Context: an optimization exercise on an open-source flow, tuned for small area and a short achievable clock period. The choices shown serve that exercise and are no tape-out recipe. The RTL was checked by simulation tests, not by an equivalence proof against the original design. Power figures rest on the tool's default switching activity, not on a simulated workload.

[flow/flow/run.sh]
#!/bin/bash
# Layout flow: the standard synthesis, then the standard ORFS steps with
# hooks that place the memory as two bit-column arrays (place_array.tcl), put
# the data pins next to their columns (pins.tcl), release most of the array
# and set starting drive strengths after global placement (post_gpl.tcl), and
# release the rest before detailed routing (route_pre.tcl).
set -euo pipefail
W=$PWD
F=$W/flow
bash standard.sh synth > $W/synth.log 2>&1
bash standard.sh \
  PRE_GLOBAL_PLACE_SKIP_IO_TCL=$F/place_array.tcl \
  PRE_IO_PLACEMENT_TCL=$F/pins.tcl \
  POST_GLOBAL_PLACE_TCL=$F/post_gpl.tcl \
  PRE_DETAIL_ROUTE_TCL=$F/route_pre.tcl \
  "GLOBAL_PLACEMENT_ARGS=-overflow 0.2" \
  finish > $W/layout.log 2>&1
[flow/flow/pins.tcl]
# Put each bit's ReadData and WriteData pins on the edge next to its column
# of the memory array (see place_array.tcl): bits 0-15 at the bottom, 16-31
# at the top.
set core [[ord::get_db_block] getCoreArea]
set cx0 [expr {[$core xMin] / 1000.0}]; set cx1 [expr {[$core xMax] / 1000.0}]
set pitch [expr {($cx1 - $cx0) / 16}]
for {set b 0} {$b < 32} {incr b} {
  set x0 [expr {$cx0 + ($b % 16) * $pitch}]
  set x1 [expr {$x0 + $pitch}]
  set side [expr {$b < 16 ? "bottom" : "top"}]
  set_io_pin_constraint -pin_names [list "ReadData\[$b\]" "WriteData\[$b\]"] -region "$side:$x0-$x1"
}
[flow/flow/place_array.tcl]
# Pre-place the memory as two arrays, bits 0-15 at the bottom of the core and
# bits 16-31 at the top: one column per data bit, one row per word, word 0
# at the outer edge. Each bit's flip-flops and its read tree sit in its
# column, the tree's last gates at the outer edge next to its pins.
set blk [ord::get_db_block]
set core [$blk getCoreArea]
set cx0 [$core xMin]; set cx1 [$core xMax]
set rows [lsort -command {apply {{a b} {expr {[lindex [$a getOrigin] 1] - [lindex [$b getOrigin] 1]}}}} [$blk getRows]]
set nrows [llength $rows]
set site_w [[[lindex $rows 0] getSite] getWidth]
array unset ::occ; array set ::occ {}
for {set r 0} {$r < $nrows} {incr r} { set ::occ($r) {} }
set rowy {}
foreach row $rows { lappend rowy [lindex [$row getOrigin] 1] }
foreach inst [$blk getInsts] {
  if {[$inst isPlaced]} {
    set bb [$inst getBBox]
    set ri [lsearch $rowy [$bb yMin]]
    if {$ri >= 0} { lappend ::occ($ri) [list [$bb xMin] [$bb xMax]] }
  }
}
proc free_at {r x w} {
  foreach iv $::occ($r) { if {$x < [lindex $iv 1] && [lindex $iv 0] < $x + $w} { return 0 } }
  return 1
}
proc put {inst r0 want {reach 16}} {
  foreach dr {0 1 -1 2 -2 3 -3} {
    if {[put_row $inst [expr {$r0 + $dr}] $want $reach]} { return }
  }
  puts "place_array: no room for [$inst getName]"
}
proc put_row {inst r want reach} {
  set row [lindex $::pa_rows $r]
  set wdt [[$inst getMaster] getWidth]
  set ox [lindex [$row getOrigin] 0]
  set want [expr {$ox + (($want - $ox) / $::pa_site) * $::pa_site}]
  set x ""
  for {set k 0} {$k < $reach && $x eq ""} {incr k} {
    foreach cand [list [expr {$want + $k*$::pa_site}] [expr {$want - $k*$::pa_site}]] {
      if {$cand >= $ox && $cand + $wdt <= $::pa_cx1 && [free_at $r $cand $wdt]} { set x $cand; break }
    }
  }
  if {$x eq ""} { return 0 }
  $inst setOrient [$row getOrient]
  $inst setLocation $x [lindex [$row getOrigin] 1]
  $inst setPlacementStatus FIRM
  lappend ::occ($r) [list $x [expr {$x + $wdt}]]
  return 1
}
set ::pa_rows $rows; set ::pa_site $site_w; set ::pa_cx1 $cx1
set nwords 64
set ncol 16
set pitch [expr {double($cx1 - $cx0) / $ncol}]
# row of tree level rel (word index, or negative for the root rows) of bit b
proc brow {b rel} {
  if {$b < 16} { return [expr {3 + $rel}] }
  return [expr {$::pa_nrows - 4 - $rel}]
}
set ::pa_nrows $nrows
proc driver {name} {
  set n [[ord::get_db_block] findNet $name]
  if {$n eq "NULL"} { return "" }
  foreach it [$n getITerms] { if {[$it isOutputSignal]} { return [$it getInst] } }
  return ""
}
set nff 0
foreach inst [$blk getInsts] {
  if {[regexp {^ram\\\[(\d+)\\\]} [$inst getName] -> n]} {
    set b [expr {$n % 32}]; set w [expr {$n / 32}]
    put $inst [brow $b $w] [expr {$cx0 + int(($b % $ncol) * $pitch)}] 40
    incr nff
  }
}
set ntree 0
for {set b 0} {$b < 32} {incr b} {
  set xl [expr {$cx0 + int(($b % $ncol) * $pitch) + 11500}]
  set cells {}
  for {set k 0} {$k < 21} {incr k} { lappend cells "g_rd\\\[$b\\\].g_c\\\[$k\\\].u.y" [expr {3*$k + 1}] }
  lappend cells "g_rd\\\[$b\\\].t\\\[21\\\]" 63
  foreach j {0 1 2 3} { lappend cells "g_rd\\\[$b\\\].p\\\[$j\\\]" [expr {12*$j + 6}] }
  lappend cells "g_rd\\\[$b\\\].p\\\[4\\\]" 51 "g_rd\\\[$b\\\].p\\\[5\\\]" 60
  lappend cells "g_rd\\\[$b\\\].q\\\[0\\\]" 12 "g_rd\\\[$b\\\].q\\\[1\\\]" 36 "g_rd\\\[$b\\\].q\\\[2\\\]" 56
  lappend cells "g_rd\\\[$b\\\].uo.y" -1 "g_rd\\\[$b\\\].fa" -2 "g_rd\\\[$b\\\].f\\\[0\\\]" -2 "g_rd\\\[$b\\\].f\\\[1\\\]" -3
  foreach {net r} $cells {
    set d [driver $net]
    if {$d eq ""} { puts "place_array: no driver for $net"; continue }
    put $d [brow $b $r] $xl 30
    incr ntree
  }
}
puts "place_array: $nff flops and $ntree tree cells placed, $nrows rows, column pitch [expr {$pitch/1000.0}] um"
[flow/flow/post_gpl.tcl]
# After global placement: release most cells place_array.tcl fixed, and give
# the ports and the word-select decoders drive strengths to start from.
set blk [ord::get_db_block]
set n 0
foreach inst [$blk getInsts] {
  set mn [[$inst getMaster] getName]
  # the flip-flops and the and-or-invert cells have no larger size to take;
  # they stay where place_array.tcl put them until routing (route_pre.tcl)
  if {[string match "*edfxtp*" $mn] || [string match "*a222oi*" $mn]} continue
  if {[$inst getPlacementStatus] eq "FIRM" && ![string match "*tap*" $mn]} {
    $inst setPlacementStatus PLACED
    incr n
  }
}
puts "post_gpl: $n cells released"
proc pg_drv {net} {
  foreach it [$net getITerms] { if {[$it isOutputSignal]} { return [$it getInst] } }
  return ""
}
proc pg_up4 {inst} {
  set m [[$inst getMaster] getName]
  regsub {_\d+$} $m {_4} to
  if {$to ne $m} { replace_cell [get_cells [$inst getName]] $to }
}
set sized 0
foreach net [$blk getNets] {
  if {![regexp {^g_pre\\\[\d+\\\]\..*\.u(lo|hi)b?\.y$} [$net getName]]} continue
  set d [pg_drv $net]
  if {$d eq ""} continue
  pg_up4 $d
  incr sized
  # the word selects this predecoder output feeds
  foreach it [$net getITerms] {
    set c [$it getInst]
    if {[string match "*__and2_*" [[$c getMaster] getName]]} { pg_up4 $c; incr sized }
  }
}
foreach c [get_cells input*] { replace_cell $c sky130_fd_sc_hd__buf_6; incr sized }
# the word-address inputs each feed the predecoders and the buffer compares
for {set k 2} {$k < 8} {incr k} {
  set net [$blk findNet "DataAdr\[$k\]"]
  if {$net eq "NULL"} continue
  foreach it [$net getITerms] { replace_cell [get_cells [[$it getInst] getName]] sky130_fd_sc_hd__buf_12; incr sized }
}
# the forwarded-data cells are off the critical path: smallest size
foreach net [$blk getNets] {
  if {![regexp {^g_rd\\\[\d+\\\]\.f\\\[\d\\\]$} [$net getName]]} continue
  set d [pg_drv $net]
  if {$d ne "" && [string match "*a22oi_2" [[$d getMaster] getName]]} {
    replace_cell [get_cells [$d getName]] sky130_fd_sc_hd__a22oi_1; incr sized
  }
}
foreach c [get_cells output*] { replace_cell $c sky130_fd_sc_hd__buf_4; incr sized }
puts "post_gpl: $sized cells resized"
[flow/flow/route_pre.tcl]
# Before detailed routing: release the cells place_array.tcl fixed.
set n 0
foreach inst [[ord::get_db_block] getInsts] {
  if {[$inst getPlacementStatus] eq "FIRM" && ![string match "*tap*" [[$inst getMaster] getName]]} {
    $inst setPlacementStatus PLACED
    incr n
  }
}
puts "route_pre: $n cells released"
[flow/standard.sh]
#!/bin/bash
# synth_recipe.tcl (not shown) runs the flow's synth.tcl, then flattens the netlist and writes it again
# the make line also repeats each setting of config.mk as NAME=value (left out here)
make -C /OpenROAD-flow-scripts/flow DESIGN_CONFIG=/design/flow/config.mk WORK_HOME=/design/flow/orfs CLKGATE_MAP_FILE= SYNTH_SCRIPT=/design/flow/synth_recipe.tcl "${@:-finish}"
[flow/config.mk]
export PLATFORM = sky130hd
export DESIGN_NAME = dmem_wbuf
export DESIGN_NICKNAME = dmem_wbuf
export VERILOG_FILES = /design/flow/design.v
export SDC_FILE = /design/flow/constraint.sdc
export NUM_CORES = 4
export LEC_CHECK = 0
export CAP_MARGIN = 20
export CORE_ASPECT_RATIO = 1.27
export CORE_MARGIN = 2
export CORE_UTILIZATION = 66
export CTS_CLUSTER_DIAMETER = 65
export CTS_CLUSTER_SIZE = 26
export SETUP_SLACK_MARGIN = 2.6
export SLEW_MARGIN = 20
export SYNTH_HIERARCHICAL = 1
export SYNTH_MINIMUM_KEEP_SIZE = 0
[flow/constraint.sdc]
create_clock -name core_clock -period 7.0 [get_ports {clk}]
set_input_delay 1.4000 -clock core_clock [delete_from_list [all_inputs] [get_ports {clk}]]
set_output_delay 1.4000 -clock core_clock [all_outputs]
set_load 0.01 [all_outputs]
[flow/design.v]
module dmem_wbuf #(
  parameter int DEPTH = 4,
  parameter int AW    = 6
) (
  input  logic                       clk,
  input  logic                       reset,
  input  logic                       MemWrite,
  input  logic                       MemRead,
  input  logic [31:0]                DataAdr,
  input  logic [31:0]                WriteData,
  output logic [31:0]                ReadData,
  output logic                       Stall,
  output logic                       Empty,
  output logic [$clog2(DEPTH):0]     BufCount
);
  logic [5:0]    adrQ [4];
  logic [31:0]   datQ [4];
  logic [3:0]    vld, shd;
  logic [3:0]    headOH, tailOH;
  logic [2:0]    count;
  logic [2047:0] ram;              
  logic [5:0]  idx;
  logic [3:0]  m, hit;
  logic        drain, alloc, full, noHit;
  logic [63:0] sel, we;
  logic [5:0]  wAdr;
  logic [31:0] wDat;
  assign idx      = DataAdr[7:2];
  assign full     = count[2];
  assign Empty    = (count == 3'd0);
  assign BufCount = count;
  assign Stall    = MemWrite & full;
  assign alloc    = MemWrite & ~full;
  assign drain    = ~Empty & ~MemRead & reset;
  always_comb begin
    for (int i = 0; i < 4; i++) begin
      m[i]   = (adrQ[i] == idx);
      hit[i] = vld[i] & ~shd[i] & m[i];
    end
    noHit = ~|hit;
  end
  logic [7:0]  lo, hi, loB, hiB;
  logic [63:0] selB;
  for (genvar i = 0; i < 8; i++) begin : g_pre
    if (i == 0) begin : g_k0
      dmem_wbuf_nor3  ulo (.a(idx[0]), .b(idx[1]), .c(idx[2]), .y(lo[i]));
      dmem_wbuf_nor3  ulob(.a(idx[0]), .b(idx[1]), .c(idx[2]), .y(loB[i]));
      dmem_wbuf_nor3  uhi (.a(idx[3]), .b(idx[4]), .c(idx[5]), .y(hi[i]));
      dmem_wbuf_nor3  uhib(.a(idx[3]), .b(idx[4]), .c(idx[5]), .y(hiB[i]));
    end else if (i == 7) begin : g_k3
      dmem_wbuf_and3  ulo (.a(idx[0]), .b(idx[1]), .c(idx[2]), .y(lo[i]));
      dmem_wbuf_and3  ulob(.a(idx[0]), .b(idx[1]), .c(idx[2]), .y(loB[i]));
      dmem_wbuf_and3  uhi (.a(idx[3]), .b(idx[4]), .c(idx[5]), .y(hi[i]));
      dmem_wbuf_and3  uhib(.a(idx[3]), .b(idx[4]), .c(idx[5]), .y(hiB[i]));
    end else if (i == 1 || i == 2 || i == 4) begin : g_k1
      localparam int S = (i == 1) ? 0 : (i == 2) ? 1 : 2;
      localparam int Z0 = (S == 0) ? 1 : 0;
      localparam int Z1 = (S == 2) ? 1 : 2;
      dmem_wbuf_nor2a ulo (.a(idx[Z0]), .b(idx[Z1]), .c(idx[S]), .y(lo[i]));
      dmem_wbuf_nor2a ulob(.a(idx[Z0]), .b(idx[Z1]), .c(idx[S]), .y(loB[i]));
      dmem_wbuf_nor2a uhi (.a(idx[3+Z0]), .b(idx[3+Z1]), .c(idx[3+S]), .y(hi[i]));
      dmem_wbuf_nor2a uhib(.a(idx[3+Z0]), .b(idx[3+Z1]), .c(idx[3+S]), .y(hiB[i]));
    end else begin : g_k2
      localparam int Z = (i == 6) ? 0 : (i == 5) ? 1 : 2;
      localparam int S0 = (Z == 0) ? 1 : 0;
      localparam int S1 = (Z == 2) ? 1 : 2;
      dmem_wbuf_and2n ulo (.an(idx[Z]), .b(idx[S0]), .c(idx[S1]), .y(lo[i]));
      dmem_wbuf_and2n ulob(.an(idx[Z]), .b(idx[S0]), .c(idx[S1]), .y(loB[i]));
      dmem_wbuf_and2n uhi (.an(idx[3+Z]), .b(idx[3+S0]), .c(idx[3+S1]), .y(hi[i]));
      dmem_wbuf_and2n uhib(.an(idx[3+Z]), .b(idx[3+S0]), .c(idx[3+S1]), .y(hiB[i]));
    end
  end
  for (genvar w = 0; w < 64; w++) begin : g_sel
    dmem_wbuf_and2 u  (.a(lo[w % 8]), .b(hi[w / 8]), .y(sel[w]));
    dmem_wbuf_and2 ub (.a(loB[w % 8]), .b(hiB[w / 8]), .y(selB[w]));
  end
  for (genvar b = 0; b < 32; b++) begin : g_rd
    logic [21:0] t;
    logic [5:0]  p;
    logic [2:0]  q;
    logic [1:0]  f;
    logic        fa;
    logic [63:0] s;
    assign s = (b < 16) ? sel : selB;
    for (genvar k = 0; k < 21; k++) begin : g_c
      dmem_wbuf_aoi222 u (.a0(ram[(3*k)*32+b]), .a1(ram[(3*k+1)*32+b]), .a2(ram[(3*k+2)*32+b]),
                          .s0(s[3*k]), .s1(s[3*k+1]), .s2(s[3*k+2]), .y(t[k]));
    end
    dmem_wbuf_nand2 u63 (.a(ram[63*32+b]), .b(s[63]), .y(t[21]));
    dmem_wbuf_nand4 up0 (.a(t[0]),  .b(t[1]),  .c(t[2]),  .d(t[3]),  .y(p[0]));
    dmem_wbuf_nand4 up1 (.a(t[4]),  .b(t[5]),  .c(t[6]),  .d(t[7]),  .y(p[1]));
    dmem_wbuf_nand4 up2 (.a(t[8]),  .b(t[9]),  .c(t[10]), .d(t[11]), .y(p[2]));
    dmem_wbuf_nand4 up3 (.a(t[12]), .b(t[13]), .c(t[14]), .d(t[15]), .y(p[3]));
    dmem_wbuf_nand3 up4 (.a(t[16]), .b(t[17]), .c(t[18]), .y(p[4]));
    dmem_wbuf_nand3 up5 (.a(t[19]), .b(t[20]), .c(t[21]), .y(p[5]));
    dmem_wbuf_oai21 uq0 (.a0(p[0]), .a1(p[1]), .b(noHit), .y(q[0]));
    dmem_wbuf_oai21 uq1 (.a0(p[2]), .a1(p[3]), .b(noHit), .y(q[1]));
    dmem_wbuf_oai21 uq2 (.a0(p[4]), .a1(p[5]), .b(noHit), .y(q[2]));
    dmem_wbuf_aoi22 uf0 (.a0(datQ[0][b]), .s0(hit[0]), .a1(datQ[1][b]), .s1(hit[1]), .y(f[0]));
    dmem_wbuf_aoi22 uf1 (.a0(datQ[2][b]), .s0(hit[2]), .a1(datQ[3][b]), .s1(hit[3]), .y(f[1]));
    dmem_wbuf_and2  ufa (.a(f[0]), .b(f[1]), .y(fa));
    dmem_wbuf_nand4 uo  (.a(q[0]), .b(q[1]), .c(q[2]), .d(fa), .y(ReadData[b]));
  end
  always_comb begin
    wAdr = '0;
    wDat = '0;
    for (int i = 0; i < 4; i++) begin
      wAdr = wAdr | ({6{headOH[i]}} & adrQ[i]);
      wDat = wDat | ({32{headOH[i]}} & datQ[i]);
    end
    for (int w = 0; w < 64; w++) we[w] = drain & (wAdr == 6'(w));
  end
  always_ff @(posedge clk) begin
    for (int w = 0; w < 64; w++)
      if (we[w]) ram[w*32 +: 32] <= wDat;
  end
  always_ff @(posedge clk) begin
    for (int i = 0; i < 4; i++)
      if (alloc && tailOH[i]) begin
        adrQ[i] <= idx;
        datQ[i] <= WriteData;
      end
  end
  always_ff @(posedge clk) begin
    if (!reset) begin
      vld    <= '0;
      headOH <= 4'b0001;
      tailOH <= 4'b0001;
      count  <= '0;
    end else begin
      for (int i = 0; i < 4; i++) begin
        if (alloc && tailOH[i]) begin
          vld[i] <= 1'b1;
          shd[i] <= 1'b0;
        end else begin
          if (drain && headOH[i]) vld[i] <= 1'b0;
          if (alloc && m[i]) shd[i] <= 1'b1;
        end
      end
      if (alloc) tailOH <= {tailOH[2:0], tailOH[3]};
      if (drain) headOH <= {headOH[2:0], headOH[3]};
      count <= count + 3'(alloc) - 3'(drain);
    end
  end
endmodule
module dmem_wbuf_aoi222 (input logic a0, a1, a2, s0, s1, s2, output logic y);
  assign y = ~((a0 & s0) | (a1 & s1) | (a2 & s2));
endmodule
module dmem_wbuf_aoi22 (input logic a0, a1, s0, s1, output logic y);
  assign y = ~((a0 & s0) | (a1 & s1));
endmodule
module dmem_wbuf_oai21 (input logic a0, a1, b, output logic y);
  assign y = ~((a0 | a1) & b);
endmodule
module dmem_wbuf_nand2 (input logic a, b, output logic y);
  assign y = ~(a & b);
endmodule
module dmem_wbuf_nand3 (input logic a, b, c, output logic y);
  assign y = ~(a & b & c);
endmodule
module dmem_wbuf_nand4 (input logic a, b, c, d, output logic y);
  assign y = ~(a & b & c & d);
endmodule
module dmem_wbuf_nor2 (input logic a, b, output logic y);
  assign y = ~(a | b);
endmodule
module dmem_wbuf_nor3 (input logic a, b, c, output logic y);
  assign y = ~(a | b | c);
endmodule
module dmem_wbuf_and3 (input logic a, b, c, output logic y);
  assign y = a & b & c;
endmodule
module dmem_wbuf_nor2a (input logic a, b, c, output logic y);
  assign y = ~a & ~b & c;
endmodule
module dmem_wbuf_and2n (input logic an, b, c, output logic y);
  assign y = ~an & b & c;
endmodule
module dmem_wbuf_and2 (input logic a, b, output logic y);
  assign y = a & b;
endmodule
==> flow_summary.rst, run 1 <==
.. list-table::
   :header-rows: 1

   * - Metric
     - Value
   * - Hold Slack
     - 529 ps
   * - Maximum net fanout on the critical path
     - 7
   * - WP data required
     - 5600 ps
   * - Cell at the root of the clock tree
     - sky130_fd_sc_hd__clkbuf_16
   * - H-tree depth
     - 3
   * - Fraction of synthesis flops using an asynchronous set or reset pin
     - 0%
   * - Port Buffers
     - 78
   * - Top post-synthesis cells by count
     - sky130_fd_sc_hd__edfxtp_1 (2204), sky130_fd_sc_hd__a222oi_1 (672), sky130_fd_sc_hd__and2_1 (173)
   * - Routed wire length
     - 200000 um
   * - Top-level port count
     - 105
   * - Largest net degree at the start of global routing
     - 65
   * - Placement Rows
     - 143
   * - Post-layout total power
     - 0.0247 W
   * - Ratio of total power to cell area
     - 278 nW/um^2
   * - Portion of the clock cycle consumed by the worst path in the final layout
     - 71.5%
   * - First-pass GRT wire length
     - 268000 um
   * - Leakage power total
     - 27.6 nW
   * - Ratio of cells with drive above 1 in the final layout
     - 19.4%
   * - Share of total power in combinational logic
     - 8.7%
   * - Cell internal power dissipation
     - 0.0193 W
   * - Final count of negative-setup-slack endpoints
     - 0
   * - Height of the die
     - 395 um
   * - Status
     - finished clean
   * - Number of remaining DRC errors
     - 0
   * - Maximum achievable frequency
     - 0.200 GHz
   * - Total overflow reported by the global router
     - 0
   * - Post-layout minimum cycle time
     - 5010 ps
   * - Cell count after synthesis
     - 3833
   * - Clock transition at the registers of the reported paths
     - 90 ps
   * - Switching power
     - 0.00542 W
   * - Top cell type by total area after synthesis
     - sky130_fd_sc_hd__edfxtp_1
   * - Cells taking the most area after synthesis
     - sky130_fd_sc_hd__edfxtp_1 (83%), sky130_fd_sc_hd__a222oi_1 (8.5%), sky130_fd_sc_hd__and2_1 (1.4%)
   * - TritonCTS Buffers
     - 102
   * - Die width
     - 312 um
   * - Die area
     - 123000 sq um
   * - Cell area after synthesis
     - 79300 sq um
   * - Launching element type of the critical path
     - primary input
   * - Clock share of power
     - 26.2%
   * - Pins over their slew limit
     - 0
   * - Final Net Count
     - 4313
   * - Library cell with the highest instance count after synthesis
     - sky130_fd_sc_hd__edfxtp_1
   * - Detail Placement HPWL
     - 149000 um
   * - TritonCTS clock tree
     - yes
   * - Transition time of the tightest slew-check pin
     - 1190 ps
   * - RSZ-0062 raised after global routing
     - yes
   * - Worst-case vdd ir drop
     - 0.000249 V
   * - Total Routing Usage GR
     - 31.8%
   * - Capturing element type of the critical path
     - output pin
   * - Fill cells
     - 6781
   * - Hold violation count in the final report
     - 0
   * - Mean post-synth cell area
     - 20.7 sq um
   * - Max transition margin
     - 20.3%
   * - Core region area
     - 119000 sq um
   * - Maximum number of buffers from clock root to sink
     - 3
   * - Util after Layout
     - 74.7%
   * - Placed standard-cell area
     - 84400 sq um
   * - Initial cell density of the core
     - 66.4%
   * - Fraction of power consumed by sequential logic
     - 65.1%
   * - Switching part of the total
     - 21.9%
   * - Net count after synthesis
     - 3904
   * - Number of maximum-capacitance violations
     - 0
   * - Vias in the first global route
     - 32400
   * - Maximum clock skew at final layout
     - 34.9 ps
   * - Count of state elements after synthesis
     - 2219
   * - Vias per cell
     - 7.07
   * - Clk Latency, worst-skew pair
     - 750 ps
   * - Final total negative setup slack
     - 0 ps
   * - Arrival time of data at the critical path endpoint
     - 3610 ps
   * - 1st-iter DRT viols
     - 9786
   * - Fraction of synthesized cell area taken by the top area cell type
     - 83.5%
   * - Via count
     - 41600
   * - Number of unique standard cell types used by synthesis
     - 45
   * - Routed wirelength normalized by instance count
     - 34.0 um
   * - Ys flop type
     - sky130_fd_sc_hd__edfxtp_1
   * - Startpoint-to-endpoint class of the critical path
     - primary input to output pin
   * - Clock tree sinks
     - 2219
   * - Type of the worst min-delay path
     - flop to flop
   * - Sequential share of the synthesized area
     - 83.8%
   * - Length of the first detailed-routing pass in iterations
     - 10
   * - Growth of design area from synthesis to finish
     - 12.4%
   * - Design area
     - 89100 sq um
   * - Remaining antenna violation count after routing
     - 0
   * - Number of antenna violations at the first check in global routing
     - 3
   * - Count of yosys warnings during synthesis
     - 11
   * - Count of flip-flops with a built-in enable after synthesis
     - 2204
## worst paths after layout
kind | from | endpoint | slack (ps) | cells after the start
setup / recovery | DataAdr[5] | ReadData[16] | 1990 | 13
hold / removal | tailOH[1]$_SDFFE_PN0N_ | tailOH[1]$_SDFFE_PN0N_ | 530 | 2
setup reg to reg | headOH[2]$_SDFFE_PN0P_ | ram[1012]$_DFFE_PP_ | 3000 | 7
hold reg to reg | tailOH[1]$_SDFFE_PN0N_ | tailOH[1]$_SDFFE_PN0N_ | 530 | 2
## what timing repair did
action                                  CTS  global route
hold buffers                              0             0
cloned                                    9             7
endpoints found under the setup margin   32            32
resized for setup                        99           113
pin swaps                                15            83
buffers inserted                         19             8
## state kept, by name, indices dropped and copies added, names as in the netlist
name	cells
shd	4
tailOH	4
adrQ	24
datQ	128
ram	2048
count	3
vld	4
headOH	4
## layout by cell type, fill, tap and decap left out, drive strengths merged, types with 2 or more instances in the layout
cell	instances
o21a	4
nor2	67
o211a	2
a211oi	2
xor2	2
clkinv	16
dfxtp	15
o21bai	3
a222oi	672
nand4	169
buf	326
xnor2	24
nor3b	12
ha	2
a22oi	136
o21ai	97
clkinvlp	5
diode	7
nand3	71
nor3	6
and2	174
clkbuf	118
inv	21
and3b	12
nor4b	3
edfxtp	2204
nor2b	2
and3	4
a22o	4
bufinv	2
a21boi	10
nand2	93
## area by class of cell
| cell class | instances | area [sq um] | share of cell area [%] |
|---|---|---|---|
| clock inverters | 35 | 350 | 0.393 |
| well taps | 1595 | 2000 | 2.24 |
| clock buffers | 112 | 2630 | 2.95 |
| repair buffers | 333 | 3500 | 3.93 |
| multi-input cells | 1577 | 14100 | 15.8 |
| diodes | 7 | 17.5 | 0.0197 |
| inverters | 9 | 33.8 | 0.0379 |
| flip-flops and latches | 2219 | 66500 | 74.6 |
## layer usage
layer / global-route usage [%] / vias up / wire [um]
met3: 6.47 / 316 / 37000
met1: 60.3 / 19100 / 85400
met5: 0 / - / 268
li1: - / 18200 / -
met4: 13.9 / 7 / 10000
met2: 33.5 / 4009 / 67700
## stage by stage
stage / std cells / setup WS (ps)
floorplan: 3833 / -6170
global placement: 5685 / 233
detailed placement: 5690 / 1500
CTS: 5865 / 1950
global route: 5880 / 1930
finish: 5887 / 1990
## critical path, cell delays in order
cell,delay [ps]
sky130_fd_sc_hd__buf_16,120
sky130_fd_sc_hd__buf_8,150
sky130_fd_sc_hd__xnor2_4,160
sky130_fd_sc_hd__nand4_1,90
sky130_fd_sc_hd__buf_4,170
sky130_fd_sc_hd__nor4b_4,370
sky130_fd_sc_hd__a2111oi_4,110
sky130_fd_sc_hd__clkbuf_16,230
sky130_fd_sc_hd__buf_12,160
sky130_fd_sc_hd__buf_16,160
sky130_fd_sc_hd__o21ai_4,120
sky130_fd_sc_hd__nand4_1,130
sky130_fd_sc_hd__buf_4,160
## power by group through the flow
stage | Sequential [W] | Combinational [W] | Clock, W
3_5_place_dp | 0.0164 | 0.00203 | 0
2_1_floorplan | 0.0165 | 0.00115 | 0
3_3_place_gp | 0.0164 | 0.00199 | 0
5_1_grt | 0.0161 | 0.00228 | 0.00708
6_report | 0.0161 | 0.00215 | 0.00648
4_1_cts | 0.0161 | 0.00208 | 0.00658
## modules after synthesis (local to each module, per instance)
module            times used  cells
dmem_wbuf                  1   2553
dmem_wbuf_aoi22           64      1
dmem_wbuf_nor2a           12      1
dmem_wbuf_aoi222         672      1
dmem_wbuf_nor3             4      1
dmem_wbuf_and2n           12      1
dmem_wbuf_and2           160      1
dmem_wbuf_and3             4      1
dmem_wbuf_nand4          160      1
dmem_wbuf_nand3           64      1
dmem_wbuf_oai21           96      1
dmem_wbuf_nand2           32      1
## logic make-up (layout without fill, tap and decap cells)
group,after synthesis,after routing,share of synthesized area [%]
fa+ha+maj,3,3,0.0568
simple gates,614,614,4.44
xor+xnor,26,26,0.287
flops,2219,2219,83.8
buf+inv,37,489,0.208
compound gates,934,934,11.2
other cells,0,7,0
==> run 2, diff against run 1 <==
--- a/flow/flow/run.sh
+++ b/flow/flow/run.sh
@@ -5,3 +5,4 @@
 # and set starting drive strengths after global placement (post_gpl.tcl), and
-# release the rest before detailed routing (route_pre.tcl).
+# release the rest before detailed routing (route_pre.tcl). Clock tree
+# synthesis uses smaller leaf buffers over smaller clusters and no dummy loads.
 set -euo pipefail
@@ -16,2 +17,3 @@
   "GLOBAL_PLACEMENT_ARGS=-overflow 0.2" \
+  "CTS_ARGS=-sink_clustering_enable -repair_clock_nets -sink_clustering_size 18 -sink_clustering_max_diameter 50 -dont_use_dummy_load -buf_list sky130_fd_sc_hd__clkbuf_8" \
   finish > $W/layout.log 2>&1
--- a/flow/config.mk
+++ b/flow/config.mk
@@ -11,4 +11,2 @@
 export CORE_UTILIZATION = 66
-export CTS_CLUSTER_DIAMETER = 65
-export CTS_CLUSTER_SIZE = 26
 export SETUP_SLACK_MARGIN = 2.6
==> flow_summary.rst, run 2 <==
.. list-table::
   :header-rows: 1

   * - Metric
     - Value
   * - Number of unique standard cell types used by synthesis
     - 45 (unchanged)
   * - Core region area
     - 119000 sq um (unchanged)
   * - Hold Path Depth
     - 2 (unchanged)
   * - Fraction of synthesized cell area taken by the top area cell type
     - 83.5% (unchanged)
   * - Remaining antenna violation count after routing
     - 0 (unchanged)
   * - Die width
     - 312 um (unchanged)
   * - Fill cells
     - 6926 (+2.1%)
   * - Placed standard-cell area
     - 84400 sq um (unchanged)
   * - Transition time of the tightest slew-check pin
     - 1170 ps (-27.2 ps)
   * - Growth of design area from synthesis to finish
     - 11.0%
   * - Largest register by flop count
     - ram
   * - Capturing element type of the critical path
     - output pin
   * - Library cell with the highest instance count after synthesis
     - sky130_fd_sc_hd__edfxtp_1
   * - TritonCTS Buffers
     - 150 (+47%)
   * - Leakage power total
     - 27.1 nW (-1.5%)
   * - First-pass GRT wire length
     - 266000 um (-0.69%)
   * - Maximum clock skew at final layout
     - 69.3 ps (+34.4 ps)
   * - Launching element type of the critical path
     - primary input
   * - Die area
     - 123000 sq um (unchanged)
   * - Cell count of the worst reg-to-reg path
     - 7 (unchanged)
   * - Count of hold buffers inserted by post-cts repair
     - 0 (unchanged)
   * - Maximum net fanout on the critical path
     - 8 (+1)
   * - Number of antenna violations at the first check in global routing
     - 3 (unchanged)
   * - Minimum setup slack after placement
     - 1500 ps (unchanged)
   * - Cells taking the most area after synthesis
     - sky130_fd_sc_hd__edfxtp_1 (83%), sky130_fd_sc_hd__a222oi_1 (8.5%), sky130_fd_sc_hd__and2_1 (1.4%)
   * - Hold violation count in the final report
     - 0 (unchanged)
   * - Pins over their slew limit
     - 0 (unchanged)
   * - Status
     - finished clean
   * - Final count of negative-setup-slack endpoints
     - 0 (unchanged)
   * - Top post-synthesis cells by count
     - sky130_fd_sc_hd__edfxtp_1 (2204), sky130_fd_sc_hd__a222oi_1 (672), sky130_fd_sc_hd__and2_1 (173)
   * - Ratio of total power to cell area
     - 268 nW/um^2 (-3.5%)
   * - Total overflow reported by the global router
     - 0 (unchanged)
   * - RSZ-0062 raised after global routing
     - yes
   * - Hold Slack
     - 510 ps (-18.9 ps)
   * - Final Net Count
     - 4362 (+1.1%)
   * - Maximum achievable frequency
     - 0.200 GHz (about the same)
   * - Initial cell density of the core
     - 66.4% (unchanged)
   * - Portion of the clock cycle consumed by the worst path in the final layout
     - 71.6% (about the same)
   * - Routed wire length
     - 196000 um (-2.0%)
   * - Clock tree sinks
     - 2219 (unchanged)
   * - Placement Rows
     - 143 (unchanged)
   * - Vias per cell
     - 7.03 (-0.51%)
   * - Final total negative setup slack
     - 0 ps (unchanged)
   * - Most common library cell in the layout ignoring fill and taps
     - sky130_fd_sc_hd__edfxtp_1
   * - Routed wirelength normalized by instance count
     - 33.3 um (-2.1%)
   * - Count of flip-flops with a built-in enable after synthesis
     - 2204 (unchanged)
   * - Cell area after synthesis
     - 79300 sq um (unchanged)
   * - Via count
     - 41400 (-0.46%)
   * - TritonCTS clock tree
     - yes
   * - Startpoint-to-endpoint class of the critical path
     - primary input to output pin
   * - Net count after synthesis
     - 3904 (unchanged)
   * - Top cell type by total area after synthesis
     - sky130_fd_sc_hd__edfxtp_1
   * - Count of yosys warnings during synthesis
     - 11 (unchanged)
   * - Cell count after synthesis
     - 3833 (unchanged)
   * - Top Registers
     - ram (2048), datQ (128), adrQ (24)
   * - Largest net degree at the start of global routing
     - 65 (unchanged)
   * - Design area
     - 88000 sq um (-1.2%)
   * - Sequential share of the synthesized area
     - 83.8% (unchanged)
   * - Detail Placement HPWL
     - 149000 um (unchanged)
   * - Flop-to-flop setup slack
     - 2960 ps (-40 ps)
   * - Maximum number of buffers from clock root to sink
     - 3 (unchanged)
   * - Ys flop type
     - sky130_fd_sc_hd__edfxtp_1
   * - Max FFs per register
     - 2048 (unchanged)
   * - Arrival time of data at the critical path endpoint
     - 3610 ps (about the same)
   * - 1st-iter DRT viols
     - 9772 (-0.14%)
   * - H-tree depth
     - 4 (+1)
   * - Type of the worst min-delay path
     - flop to flop
   * - Worst-case vdd ir drop
     - 0.000227 V (-8.8%)
   * - Port Buffers
     - 78 (unchanged)
   * - Post-layout minimum cycle time
     - 5010 ps (+4.12 ps)
   * - Count of state elements after synthesis
     - 2219 (unchanged)
   * - Commonest cells after routing, fill and taps aside
     - sky130_fd_sc_hd__edfxtp_1 (2204), sky130_fd_sc_hd__a222oi_1 (672), sky130_fd_sc_hd__buf_4 (233)
   * - Source of the worst register-to-register timing path
     - headOH[2]$_SDFFE_PN0P_
   * - Ratio of cells with drive above 1 in the final layout
     - 20.0% (+0.52 points)
   * - Total Routing Usage GR
     - 31.7% (-0.13 points)
   * - Endpoint of the most critical setup path
     - ReadData[10]
   * - Fraction of synthesis flops using an asynchronous set or reset pin
     - 0% (unchanged)
   * - Cell at the root of the clock tree
     - sky130_fd_sc_hd__clkbuf_8
   * - Mean post-synth cell area
     - 20.7 sq um (unchanged)
   * - Vias in the first global route
     - 32500 (+0.41%)
   * - Max transition margin
     - 22.1% (+1.8 points)
   * - Height of the die
     - 395 um (unchanged)
   * - WP data required
     - 5600 ps (about the same)
   * - Least setup slack across all paths after layout
     - 1990 ps (-4.12 ps)
   * - Number of remaining DRC errors
     - 0 (unchanged)
   * - Start point of the critical path
     - DataAdr[7]
   * - Clk Latency, worst-skew pair
     - 920 ps (+170 ps)
   * - Top-level port count
     - 105 (unchanged)
   * - Number of maximum-capacitance violations
     - 0 (unchanged)
   * - Length of the first detailed-routing pass in iterations
     - 12 (+2)
   * - Clock transition at the registers of the reported paths
     - 100 ps (about the same)
   * - R2R Path End
     - ram[1012]$_DFFE_PP_
## run 2: changes by cell type in the layout (fill, tap and decap cells not counted), sizes merged
cell      change
clkbuf       +39
inv          -12
bufinv        -2
clkinvlp      -5
diode         -1
clkinv       -16
## run 2: kinds of logic after synthesis
kind of cell / synth area share (%)
compound gates: 11.2
xor+xnor: 0.287
fa+ha+maj: 0.0568
buf+inv: 0.208
flops: 83.8
simple gates: 4.44
## run 2: power by group
part / leakage, nW / switching (W) / internal (W) / total, W
Combinational: 6.04 / 0.00169 / 0.000455 / 0.00214
Sequential: 20.0 / 0.0000681 / 0.0160 / 0.0161
Clock: 1.08 / 0.00340 / 0.00192 / 0.00532
## run 2: critical path: stages
cell and delay [ps]:
sky130_fd_sc_hd__buf_16 130, sky130_fd_sc_hd__buf_8 140, sky130_fd_sc_hd__xnor2_2 140, sky130_fd_sc_hd__nand4_1 250
sky130_fd_sc_hd__nor4b_4 430, sky130_fd_sc_hd__a2111oi_4 110, sky130_fd_sc_hd__clkbuf_16 240, sky130_fd_sc_hd__buf_12 160
sky130_fd_sc_hd__buf_16 160, sky130_fd_sc_hd__o21ai_4 100, sky130_fd_sc_hd__nand4_1 140, sky130_fd_sc_hd__buf_4 170
## run 2: worst min path at each step
stage,start,endpoint,slack (ps)
2_1_floorplan,vld[0]$_SDFFE_PN0P_,vld[0]$_SDFFE_PN0P_,450
3_3_place_gp,vld[0]$_SDFFE_PN0P_,vld[0]$_SDFFE_PN0P_,470
3_5_place_dp,tailOH[1]$_SDFFE_PN0N_,tailOH[1]$_SDFFE_PN0N_,480
4_1_cts,tailOH[1]$_SDFFE_PN0N_,tailOH[1]$_SDFFE_PN0N_,490
5_1_grt,tailOH[2]$_SDFFE_PN0N_,tailOH[2]$_SDFFE_PN0N_,530
6_report,tailOH[2]$_SDFFE_PN0N_,tailOH[2]$_SDFFE_PN0N_,510
## run 2: per-module statistics from Yosys, one instance, submodules excluded
module / copies in the design / cells inside / area (sq um)
dmem_wbuf: 1 / 2553 / 68500
dmem_wbuf_aoi22: 64 / 1 / 12.5
dmem_wbuf_nor2a: 12 / 1 / 12.5
dmem_wbuf_aoi222: 672 / 1 / 10.0
dmem_wbuf_nor3: 4 / 1 / 10.0
dmem_wbuf_and2n: 12 / 1 / 8.76
dmem_wbuf_and2: 160 / 1 / 6.26
dmem_wbuf_and3: 4 / 1 / 6.26
dmem_wbuf_nand4: 160 / 1 / 6.26
dmem_wbuf_nand3: 64 / 1 / 5.00
dmem_wbuf_oai21: 96 / 1 / 5.00
dmem_wbuf_nand2: 32 / 1 / 3.75
## run 2: layout make-up
| class | count | area (sq um) | area share (%) |
|---|---|---|---|
| Sequential cell | 2219 | 66500 | 75.5 |
| Multi-Input combinational cell | 1577 | 14000 | 15.9 |
| Timing Repair Buffer | 334 | 3410 | 3.87 |
| Clock buffer | 150 | 2060 | 2.35 |
| Tap cell | 1595 | 2000 | 2.27 |
| Inverter | 9 | 33.8 | 0.0384 |
| Antenna cell | 6 | 15.0 | 0.0171 |
## run 2: metrics by stage
| stage | power (W) | cells | util [%] |
|---|---|---|---|
| after floorplan | 0.0176 | 3833 | - |
| after global placement | 0.0184 | 5685 | 70.5 |
| after detailed placement | 0.0184 | 5690 | 70.7 |
| after CTS | 0.0236 | 5864 | 73.1 |
| after global routing | 0.0243 | 5885 | 73.7 |
| final | 0.0236 | 5890 | 73.8 |
## run 2: per-layer routing
| metal | vias up | part of all wire [%] | global-route usage [%] |
|---|---|---|---|
| met5 | - | 0 | 0 |
| li1 | 18200 | - | - |
| met3 | 326 | 18 | 7.09 |
| met2 | 3861 | 34 | 33.5 |
| met1 | 19000 | 44 | 59.5 |
| met4 | 0 | 4.6 | 13.8 |
## run 2: what timing repair did
item,in CTS,in global routing
pin swaps,3,105
setup buffers,18,14
gates cloned,6,6
endpoints found under the setup margin,32,32
resized for setup,84,113
==> run 3, diff against run 2 <==
--- a/flow/config.mk
+++ b/flow/config.mk
@@ -10,3 +10,3 @@
 export CORE_MARGIN = 2
-export CORE_UTILIZATION = 66
+export CORE_UTILIZATION = 70
 export SETUP_SLACK_MARGIN = 2.6
==> flow_summary.rst, run 3 <==
.. list-table::
   :header-rows: 1

   * - Metric
     - Value
   * - Number of antenna violations at the first check in global routing
     - 6 (+3)
   * - Top cell type by total area after synthesis
     - sky130_fd_sc_hd__edfxtp_1
   * - Vias per cell
     - 7.31 (+4.0%)
   * - Die area
     - 116000 sq um (-5.7%)
   * - Cell area after synthesis
     - 79300 sq um (unchanged)
   * - Net count after synthesis
     - 3904 (unchanged)
   * - Clk Latency, worst-skew pair
     - 900 ps (-20 ps)
   * - Cells taking the most area after synthesis
     - sky130_fd_sc_hd__edfxtp_1 (83%), sky130_fd_sc_hd__a222oi_1 (8.5%), sky130_fd_sc_hd__and2_1 (1.4%)
   * - Library cell with the highest instance count after synthesis
     - sky130_fd_sc_hd__edfxtp_1
   * - Top post-synthesis cells by count
     - sky130_fd_sc_hd__edfxtp_1 (2204), sky130_fd_sc_hd__a222oi_1 (672), sky130_fd_sc_hd__and2_1 (173)
   * - Count of state elements after synthesis
     - 2219 (unchanged)
   * - Ratio of total power to cell area
     - 268 nW/um^2 (about the same)
   * - Type of the worst min-delay path
     - flop to flop
   * - Growth of design area from synthesis to finish
     - 10.8%
   * - Number of remaining DRC errors
     - 0 (unchanged)
   * - Placed insts
     - 5557 (-2.3%)
   * - Routed wirelength normalized by instance count
     - 35.0 um (+5.0%)
   * - Least setup slack across all paths after layout
     - 1780 ps (-205 ps)
   * - Hold Slack
     - 499 ps (-11.1 ps)
   * - Post-layout minimum cycle time
     - 5220 ps (+205 ps)
   * - Maximum achievable frequency
     - 0.192 GHz (-3.9%)
   * - Pins over their slew limit
     - 0 (unchanged)
   * - Launching element type of the critical path
     - primary input
   * - Ratio of cells with drive above 1 in the final layout
     - 19.6% (-0.39 points)
   * - Design area
     - 87900 sq um (-0.16%)
   * - Hold violation count in the final report
     - 0 (unchanged)
   * - Count of hold buffers inserted by post-cts repair
     - 0 (unchanged)
   * - Maximum clock skew at final layout
     - 54.9 ps (-14.4 ps)
   * - Mean post-synth cell area
     - 20.7 sq um (unchanged)
   * - Die width
     - 303 um (-2.9%)
   * - First-pass GRT wire length
     - 265000 um (-0.20%)
   * - Capturing element type of the critical path
     - output pin
   * - Leakage power total
     - 27.0 nW (-0.30%)
   * - Placement Rows
     - 139 (-2.8%)
   * - Number of unique standard cell types used by synthesis
     - 45 (unchanged)
   * - Portion of the clock cycle consumed by the worst path in the final layout
     - 74.5% (+2.9 points)
   * - Ys flop type
     - sky130_fd_sc_hd__edfxtp_1
   * - Total overflow reported by the global router
     - 0 (unchanged)
   * - Largest net degree at the start of global routing
     - 65 (unchanged)
   * - Maximum net fanout on the critical path
     - 7 (-1)
   * - Top Registers
     - ram (2048), datQ (128), adrQ (24)
   * - Clock tree sinks
     - 2219 (unchanged)
   * - Minimum setup slack after placement
     - 1470 ps (-29.0 ps)
   * - Status
     - finished clean
   * - Initial cell density of the core
     - 70.4% (+3.9 points)
   * - Most common library cell in the layout ignoring fill and taps
     - sky130_fd_sc_hd__edfxtp_1
   * - Worst-case vdd ir drop
     - 0.000310 V (+37%)
   * - Detail Placement HPWL
     - 148000 um (-0.88%)
   * - Routed wire length
     - 201000 um (+2.6%)
   * - Total Routing Usage GR
     - 34.0% (+2.4 points)
   * - Largest register by flop count
     - ram
   * - Placed standard-cell area
     - 84100 sq um (-0.42%)
   * - Maximum number of buffers from clock root to sink
     - 3 (unchanged)
   * - Via count
     - 42100 (+1.6%)
   * - WP data required
     - 5600 ps (about the same)
   * - Core region area
     - 113000 sq um (-5.6%)
   * - Fraction of synthesized cell area taken by the top area cell type
     - 83.5% (unchanged)
   * - Max transition margin
     - 23.0% (+0.91 points)
   * - Arrival time of data at the critical path endpoint
     - 3820 ps (+210 ps)
   * - Post-route non-filler standard cell count
     - 5756 (-2.3%)
   * - RSZ-0062 raised after global routing
     - yes
   * - Length of the first detailed-routing pass in iterations
     - 13 (+1)
   * - Number of maximum-capacitance violations
     - 0 (unchanged)
   * - Remaining antenna violation count after routing
     - 0 (unchanged)
   * - Count of yosys warnings during synthesis
     - 11 (unchanged)
   * - Top-level port count
     - 105 (unchanged)
   * - Fraction of synthesis flops using an asynchronous set or reset pin
     - 0% (unchanged)
   * - TritonCTS Buffers
     - 144 (-4.0%)
   * - Final Net Count
     - 4341 (-0.48%)
   * - H-tree depth
     - 4 (unchanged)
   * - TritonCTS clock tree
     - yes
   * - Cell at the root of the clock tree
     - sky130_fd_sc_hd__clkbuf_8
   * - Height of the die
     - 383 um (-2.9%)
   * - Startpoint-to-endpoint class of the critical path
     - primary input to output pin
   * - Sequential share of the synthesized area
     - 83.8% (unchanged)
   * - Max FFs per register
     - 2048 (unchanged)
   * - Vias in the first global route
     - 32500 (-0.15%)
   * - Count of flip-flops with a built-in enable after synthesis
     - 2204 (unchanged)
   * - Clock transition at the registers of the reported paths
     - 90 ps (about the same)
   * - Final count of negative-setup-slack endpoints
     - 0 (unchanged)
   * - Transition time of the tightest slew-check pin
     - 1150 ps (-13.7 ps)
   * - Port Buffers
     - 78 (unchanged)
   * - Cell count after synthesis
     - 3833 (unchanged)
   * - Commonest cells after routing, fill and taps aside
     - sky130_fd_sc_hd__edfxtp_1 (2204), sky130_fd_sc_hd__a222oi_1 (672), sky130_fd_sc_hd__buf_4 (233)
   * - 1st-iter DRT viols
     - 12400 (+27%)
## run 3: area by class of cell
cell class                 count  area, sq um
tap                         1480         1850
clock buffer                 144         1980
timing repair buffer         319         3250
antenna                        8         20.0
multi-input combinational   1577        14200
inverter                       9         33.8
sequential                  2219        66500
fill                        5971        24800
## run 3: per-module statistics from Yosys, one instance, submodules excluded, excerpt
module            flip-flops and latches  cells
dmem_wbuf_and2n                        0      1
dmem_wbuf_and3                         0      1
dmem_wbuf_aoi22                        0      1
dmem_wbuf_and2                         0      1
dmem_wbuf_aoi222                       0      1
dmem_wbuf_nand3                        0      1
dmem_wbuf_nand4                        0      1
dmem_wbuf_nand2                        0      1
dmem_wbuf_oai21                        0      1
dmem_wbuf_nor3                         0      1
## run 3: metrics by stage
step / TNS, ps / power [W] / utilization (%)
global route: 0 / 0.0242 / 78.0
detailed placement: 0 / 0.0184 / 74.6
global placement: 0 / 0.0184 / 74.4
CTS: 0 / 0.0235 / 77.3
floorplan: -197290 / 0.0176 / -
finish: 0 / 0.0235 / 78.0
## run 3: cells by family after synthesis
family | synth area share (%)
flip-flops | 83.8
AO/OA/AOI/OAI | 11.2
AND/OR/NAND/NOR | 4.44
buffers and inverters | 0.208
XOR/XNOR | 0.287
adder cells (fa/ha/maj) | 0.0568
## run 3: final timing paths
kind	start	slack (ps)	cells past startpoint	to
hold reg to reg	tailOH[3]$_SDFFE_PN0N_	500	2	tailOH[3]$_SDFFE_PN0N_
setup reg to reg	adrQ[0][4]$_DFFE_PP_	3260	5	ram[51]$_DFFE_PP_
setup / recovery	DataAdr[5]	1780	15	ReadData[29]
hold / removal	tailOH[3]$_SDFFE_PN0N_	500	2	tailOH[3]$_SDFFE_PN0N_
## run 3: worst max-delay path: stages
cell	delay, ps
sky130_fd_sc_hd__buf_16	120
sky130_fd_sc_hd__buf_8	140
sky130_fd_sc_hd__buf_12	130
sky130_fd_sc_hd__xnor2_2	170
sky130_fd_sc_hd__nand4_1	200
sky130_fd_sc_hd__buf_6	200
sky130_fd_sc_hd__nor4b_4	300
sky130_fd_sc_hd__a2111oi_4	70
sky130_fd_sc_hd__buf_4	180
sky130_fd_sc_hd__buf_16	160
sky130_fd_sc_hd__buf_12	170
sky130_fd_sc_hd__buf_6	120
sky130_fd_sc_hd__o21ai_4	100
sky130_fd_sc_hd__nand4_1	150
sky130_fd_sc_hd__buf_4	170
## run 3: what timing repair did
action	CTS	global route
pin swaps	13	43
resized for setup	142	67
buffers inserted	23	5
hold endpoints to repair	0	0
cloned	7	9
setup endpoints to repair	32	32
## run 3: per-layer routing
| metal | vias up | share of wire (%) | global-route usage (%) |
|---|---|---|---|
| met2 | 4287 | 34 | 36.4 |
| met3 | 395 | 20 | 8.81 |
| met4 | 6 | 5.0 | 14.1 |
| met1 | 19200 | 41 | 63.6 |
| met5 | - | 0.024 | 0 |
| li1 | 18200 | - | - |
## run 3: where the power goes
| group | switching [W] | internal (W) | leakage [nW] |
|---|---|---|---|
| sequential | 0.0000945 | 0.0160 | 20.0 |
| combinational | 0.00172 | 0.000445 | 6.00 |
| clock | 0.00337 | 0.00185 | 1.04 |
| total | 0.00519 | 0.0183 | 27.0 |
==> run 4, diff against run 3 <==
--- a/flow/flow/run.sh
+++ b/flow/flow/run.sh
@@ -17,3 +17,3 @@
   "GLOBAL_PLACEMENT_ARGS=-overflow 0.2" \
-  "CTS_ARGS=-sink_clustering_enable -repair_clock_nets -sink_clustering_size 18 -sink_clustering_max_diameter 50 -dont_use_dummy_load -buf_list sky130_fd_sc_hd__clkbuf_8" \
+  "CTS_ARGS=-sink_clustering_enable -repair_clock_nets -sink_clustering_size 20 -sink_clustering_max_diameter 52 -dont_use_dummy_load -buf_list sky130_fd_sc_hd__clkbuf_8" \
   finish > $W/layout.log 2>&1
--- a/flow/flow/post_gpl.tcl
+++ b/flow/flow/post_gpl.tcl
@@ -37,3 +37,12 @@
 }
-foreach c [get_cells input*] { replace_cell $c sky130_fd_sc_hd__buf_6; incr sized }
+# port buffers: the write data only loads the buffer entries, so a small
+# buffer will do; the other inputs fan out more
+foreach c [get_cells input*] {
+  set to sky130_fd_sc_hd__buf_6
+  foreach it [[[ord::get_db_block] findInst [get_full_name $c]] getITerms] {
+    set n [$it getNet]
+    if {$n ne "NULL" && [string match "WriteData*" [$n getName]]} { set to sky130_fd_sc_hd__buf_2 }
+  }
+  replace_cell $c $to; incr sized
+}
 # the word-address inputs each feed the predecoders and the buffer compares
@@ -52,3 +61,10 @@
 }
-foreach c [get_cells output*] { replace_cell $c sky130_fd_sc_hd__buf_4; incr sized }
+foreach c [get_cells output*] {
+  set to sky130_fd_sc_hd__buf_2
+  foreach it [[[ord::get_db_block] findInst [get_full_name $c]] getITerms] {
+    set n [$it getNet]
+    if {$n ne "NULL" && [string match "ReadData*" [$n getName]]} { set to sky130_fd_sc_hd__buf_4 }
+  }
+  replace_cell $c $to; incr sized
+}
 puts "post_gpl: $sized cells resized"
--- a/flow/config.mk
+++ b/flow/config.mk
@@ -10,3 +10,3 @@
 export CORE_MARGIN = 2
-export CORE_UTILIZATION = 70
+export CORE_UTILIZATION = 66
 export SETUP_SLACK_MARGIN = 2.6
==> flow_summary.rst, run 4 <==
.. list-table::
   :header-rows: 1

   * - Metric
     - Value
   * - Count of state elements after synthesis
     - 2219 (unchanged)
   * - Top post-synthesis cells by count
     - sky130_fd_sc_hd__edfxtp_1 (2204), sky130_fd_sc_hd__a222oi_1 (672), sky130_fd_sc_hd__and2_1 (173)
   * - Capturing element type of the critical path
     - output pin
   * - H-tree depth
     - 4 (unchanged)
   * - Count of yosys warnings during synthesis
     - 11 (unchanged)
   * - Startpoint-to-endpoint class of the critical path
     - primary input to output pin
   * - Launching element type of the critical path
     - primary input
   * - Top-level port count
     - 105 (unchanged)
   * - Net count after synthesis
     - 3904 (unchanged)
   * - Type of the worst min-delay path
     - flop to flop
   * - Ys flop type
     - sky130_fd_sc_hd__edfxtp_1
   * - Largest net degree at the start of global routing
     - 65 (unchanged)
   * - Largest register by flop count
     - ram
   * - Cell at the root of the clock tree
     - sky130_fd_sc_hd__clkbuf_8
   * - Commonest cells after routing, fill and taps aside
     - sky130_fd_sc_hd__edfxtp_1 (2204), sky130_fd_sc_hd__a222oi_1 (672), sky130_fd_sc_hd__buf_4 (218)
   * - Post-layout minimum cycle time
     - 5040 ps (-175 ps)
   * - Source of the worst register-to-register timing path
     - headOH[2]$_SDFFE_PN0P_
   * - Fraction of synthesized cell area taken by the top area cell type
     - 83.5% (unchanged)
   * - Fill cells
     - 6857 (+15%)
   * - Number of unique standard cell types used by synthesis
     - 45 (unchanged)
   * - Total Routing Usage GR
     - 32.3% (-1.8 points)
   * - Initial cell density of the core
     - 66.4% (-3.9 points)
   * - Least setup slack across all paths after layout
     - 1960 ps (+175 ps)
   * - Clk Latency, worst-skew pair
     - 910 ps (about the same)
   * - Height of the die
     - 395 um (+3.0%)
   * - Hold Path Depth
     - 2 (unchanged)
   * - Final count of negative-setup-slack endpoints
     - 0 (unchanged)
   * - Footprint of the flip-flops and latches
     - 66500 sq um (unchanged)
   * - R2R Path End
     - ram[1012]$_DFFE_PP_
   * - Hold Slack
     - 501 ps (+1.88 ps)
   * - Die width
     - 312 um (+2.9%)
   * - Critical path buffers and inverters
     - 5 (-4)
   * - Routed wirelength normalized by instance count
     - 34.2 um (-2.3%)
   * - Minimum setup slack after placement
     - 1510 ps (+42.6 ps)
   * - Total overflow reported by the global router
     - 0 (unchanged)
   * - Die area
     - 123000 sq um (+6.0%)
   * - Start point of the critical path
     - DataAdr[7]
   * - TritonCTS Buffers
     - 142 (-1.4%)
   * - CP peak stage delay
     - 460 ps (+160 ps)
   * - Ratio of cells with drive above 1 in the final layout
     - 20.4% (+0.83 points)
   * - WP data required
     - 5600 ps (about the same)
   * - Hold violation count in the final report
     - 0 (unchanged)
   * - Cells traversed along the worst timing path
     - buf_16 > buf_8 > xnor2_2 > nand4_1 > nor4b_4 > buf_4 > buf_6 > a22oi_1 > and2_1 > nand4_1 > buf_4
   * - Library cell with the highest instance count after synthesis
     - sky130_fd_sc_hd__edfxtp_1
   * - Hold Path End
     - tailOH[2]$_SDFFE_PN0N_
   * - Leakage power total
     - 27.3 nW (+0.76%)
   * - Arrival time of data at the critical path endpoint
     - 3640 ps (-180 ps)
   * - 1st-iter DRT viols
     - 9690 (-22%)
   * - Util after Layout
     - 74.1% (-3.8 points)
   * - Most common library cell in the layout ignoring fill and taps
     - sky130_fd_sc_hd__edfxtp_1
   * - Slowest stage cell, crit path
     - sky130_fd_sc_hd__nor4b_4
   * - Clock tree sinks
     - 2219 (unchanged)
   * - Port Buffers
     - 78 (unchanged)
   * - TritonCTS clock tree
     - yes
   * - Crit path max-delay family
     - simple AND/OR/NAND/NOR gates
   * - Clock transition at the registers of the reported paths
     - 100 ps (about the same)
   * - Transition time of the tightest slew-check pin
     - 1190 ps (+41.5 ps)
   * - Vias per cell
     - 7.09 (-3.1%)
   * - Mean post-synth cell area
     - 20.7 sq um (unchanged)
   * - Count of hold buffers inserted by post-cts repair
     - 0 (unchanged)
   * - Growth of design area from synthesis to finish
     - 11.6%
   * - Max FFs per register
     - 2048 (unchanged)
   * - Cell count after synthesis
     - 3833 (unchanged)
   * - Fraction of synthesis flops using an asynchronous set or reset pin
     - 0% (unchanged)
   * - Number of maximum-capacitance violations
     - 0 (unchanged)
   * - Pins over their slew limit
     - 0 (unchanged)
   * - Number of antenna violations at the first check in global routing
     - 2 (-4)
   * - RSZ-0062 raised after global routing
     - yes
   * - Maximum net fanout on the critical path
     - 8 (+1)
   * - First-pass GRT wire length
     - 270000 um (+1.7%)
   * - Flop-to-flop setup slack
     - 2890 ps (-370 ps)
   * - Area occupied by multi-input gates
     - 14400 sq um (+0.87%)
   * - Final Net Count
     - 4369 (+0.65%)
   * - Detail Placement HPWL
     - 149000 um (+0.69%)
   * - Max transition margin
     - 20.2% (-2.8 points)
   * - Top Registers
     - ram (2048), datQ (128), adrQ (24)
   * - Sequential share of the synthesized area
     - 83.8% (unchanged)
   * - Worst-case vdd ir drop
     - 0.000230 V (-26%)
   * - Length of the first detailed-routing pass in iterations
     - 14 (+1)
   * - Maximum number of buffers from clock root to sink
     - 3 (unchanged)
   * - Post-layout total power
     - 0.0235 W (-0.28%)
   * - Via count
     - 41800 (-0.72%)
   * - Number of remaining DRC errors
     - 0 (unchanged)
   * - Remaining antenna violation count after routing
     - 0 (unchanged)
   * - Ratio of total power to cell area
     - 265 nW/um^2 (-0.97%)
   * - Status
     - finished clean
   * - Cell area after synthesis
     - 79300 sq um (unchanged)
   * - Maximum clock skew at final layout
     - 69.5 ps (+14.6 ps)
   * - Routed wire length
     - 202000 um (about the same)
   * - Top cell type by total area after synthesis
     - sky130_fd_sc_hd__edfxtp_1
   * - Core region area
     - 119000 sq um (+5.9%)
   * - Maximum achievable frequency
     - 0.198 GHz (+3.5%)
   * - Placement Rows
     - 143 (+2.9%)
   * - Launch point of the worst hold path
     - tailOH[2]$_SDFFE_PN0N_
   * - Portion of the clock cycle consumed by the worst path in the final layout
     - 72.0% (-2.5 points)
   * - Cells taking the most area after synthesis
     - sky130_fd_sc_hd__edfxtp_1 (83%), sky130_fd_sc_hd__a222oi_1 (8.5%), sky130_fd_sc_hd__and2_1 (1.4%)
   * - Vias in the first global route
     - 32400 (-0.15%)
   * - Count of flip-flops with a built-in enable after synthesis
     - 2204 (unchanged)
   * - Cell count of the worst reg-to-reg path
     - 7 (+2)
-- run 4: layout make-up --
type / count / share of cell area (%)
Sequential cell: 2219 / 75.1
Multi-Input combinational cell: 1578 / 16.2
Inverter: 9 / 0.0382
Timing Repair Buffer: 348 / 4.10
Clock buffer: 142 / 2.21
Antenna cell: 4 / 0.0113
Tap cell: 1595 / 2.26
-- run 4: stage by stage --
step / setup TNS [ps] / cell area [sq um] / instances
6_report: 0 / 88500 / 5895
3_5_place_dp: 0 / 84200 / 5690
2_1_floorplan: -197290 / 79300 / 3833
5_1_grt: 0 / 88500 / 5892
3_3_place_gp: 0 / 84100 / 5685
4_1_cts: 0 / 87800 / 5869
-- run 4: cell families (layout without fill, tap and decap cells) --
family                     count (synthesis)  in the layout  share of synthesized area [%]
other                                      0              4                              0
and+or+nand+nor                          614            615                           4.44
AOI/OAI and AO/OA                        934            934                           11.2
xor gates and xnor gates                  26             26                          0.287
adders and majority gates                  3              3                         0.0568
DFF                                     2219           2219                           83.8
buffers and inverters                     37            499                          0.208
-- run 4: repair_timing --
item                       in CTS  in global routing
buffers inserted               24                 14
gates resized for setup       222                 60
setup endpoints to repair      32                 32
cloned                         13                  8
pin swaps                      58                 80
-- run 4: per-layer routing --
metal / part of all wire (%) / global-route usage (%)
met3: 19 / 7.34
met4: 4.7 / 14.4
met2: 34 / 33.9
met1: 43 / 60.6
met5: 0 / 0
-- run 4: power by group --
part / switching, W / total [W] / internal, W / leakage (nW)
sequential: 0.0000686 / 0.0161 / 0.0160 / 20.0
clock: 0.00337 / 0.00519 / 0.00183 / 1.02
combinational: 0.00171 / 0.00216 / 0.000448 / 6.22
total: 0.00515 / 0.0235 / 0.0183 / 27.3
-- run 4: per-module statistics from Yosys (local to each module, per instance) --
| module | flops+latches | cell area, sq um |
|---|---|---|
| dmem_wbuf_nand2 | 0 | 3.75 |
| dmem_wbuf_and3 | 0 | 6.26 |
| dmem_wbuf_aoi22 | 0 | 12.5 |
| dmem_wbuf | 2219 | 68500 |
| dmem_wbuf_nand3 | 0 | 5.00 |
| dmem_wbuf_oai21 | 0 | 5.00 |
| dmem_wbuf_nor3 | 0 | 10.0 |
| dmem_wbuf_and2 | 0 | 6.26 |
| dmem_wbuf_aoi222 | 0 | 10.0 |
| dmem_wbuf_nand4 | 0 | 6.26 |
| dmem_wbuf_and2n | 0 | 8.76 |
| dmem_wbuf_nor2a | 0 | 12.5 |
-- run 4: how the worst max path moves through the flow --
| stage | depth (start not counted) | to |
|---|---|---|
| finish | 11 | ReadData[24] |
| global route | 12 | ReadData[0] |
| CTS | 12 | ReadData[0] |
| detailed placement | 11 | ReadData[26] |
| global placement | 11 | ReadData[2] |
| floorplan | 7 | ReadData[0] |
-- run 4: tightest hold or removal path, delay by kind of cell (launching register included) --
family,cells,cell delay (ps)
flops,1,340
compound gates,1,70
simple gates,1,50

-- what the ideal ports hide --
Ports are ideal in the flow. The routed layouts listed here were re-timed in OpenROAD. Step 1, drivers: a clkbuf_16 drives clk and a buf_2 each remaining input, both assumed. Step 2 moves the port delays by t, midway between the first and last clock arrival at a register: inputs arrive t later, outputs are due t later. That takes back most of the time a late clock gives input paths. Three values: ideal, step 1, step 2; two values: the first two.
| run | t (ns) | setup slack, ns | clock arrival spread, ns | worst slew at a driven data input, ns | pins driven straight from the clock port |
|---|---|---|---|---|---|
| run 1 | 0.795 | 1.994 / 1.886 / 1.886 | 0.039 / 0.039 | 0.14 | 1 |
| run 2 | 0.950 | 1.990 / 1.853 / 1.853 | 0.071 / 0.072 | 0.20 | 1 |
| run 3 | 0.944 | 1.785 / 1.694 / 1.694 | 0.055 / 0.056 | 0.16 | 1 |
| run 4 | 0.942 | 1.960 / 1.874 / 1.874 | 0.069 / 0.070 | 0.14 | 1 |
After both steps setup and hold are still met in every run listed. The setup slack of run 2, which loses most, moves by -0.137 ns with the drivers and by -0.137 ns with both steps.
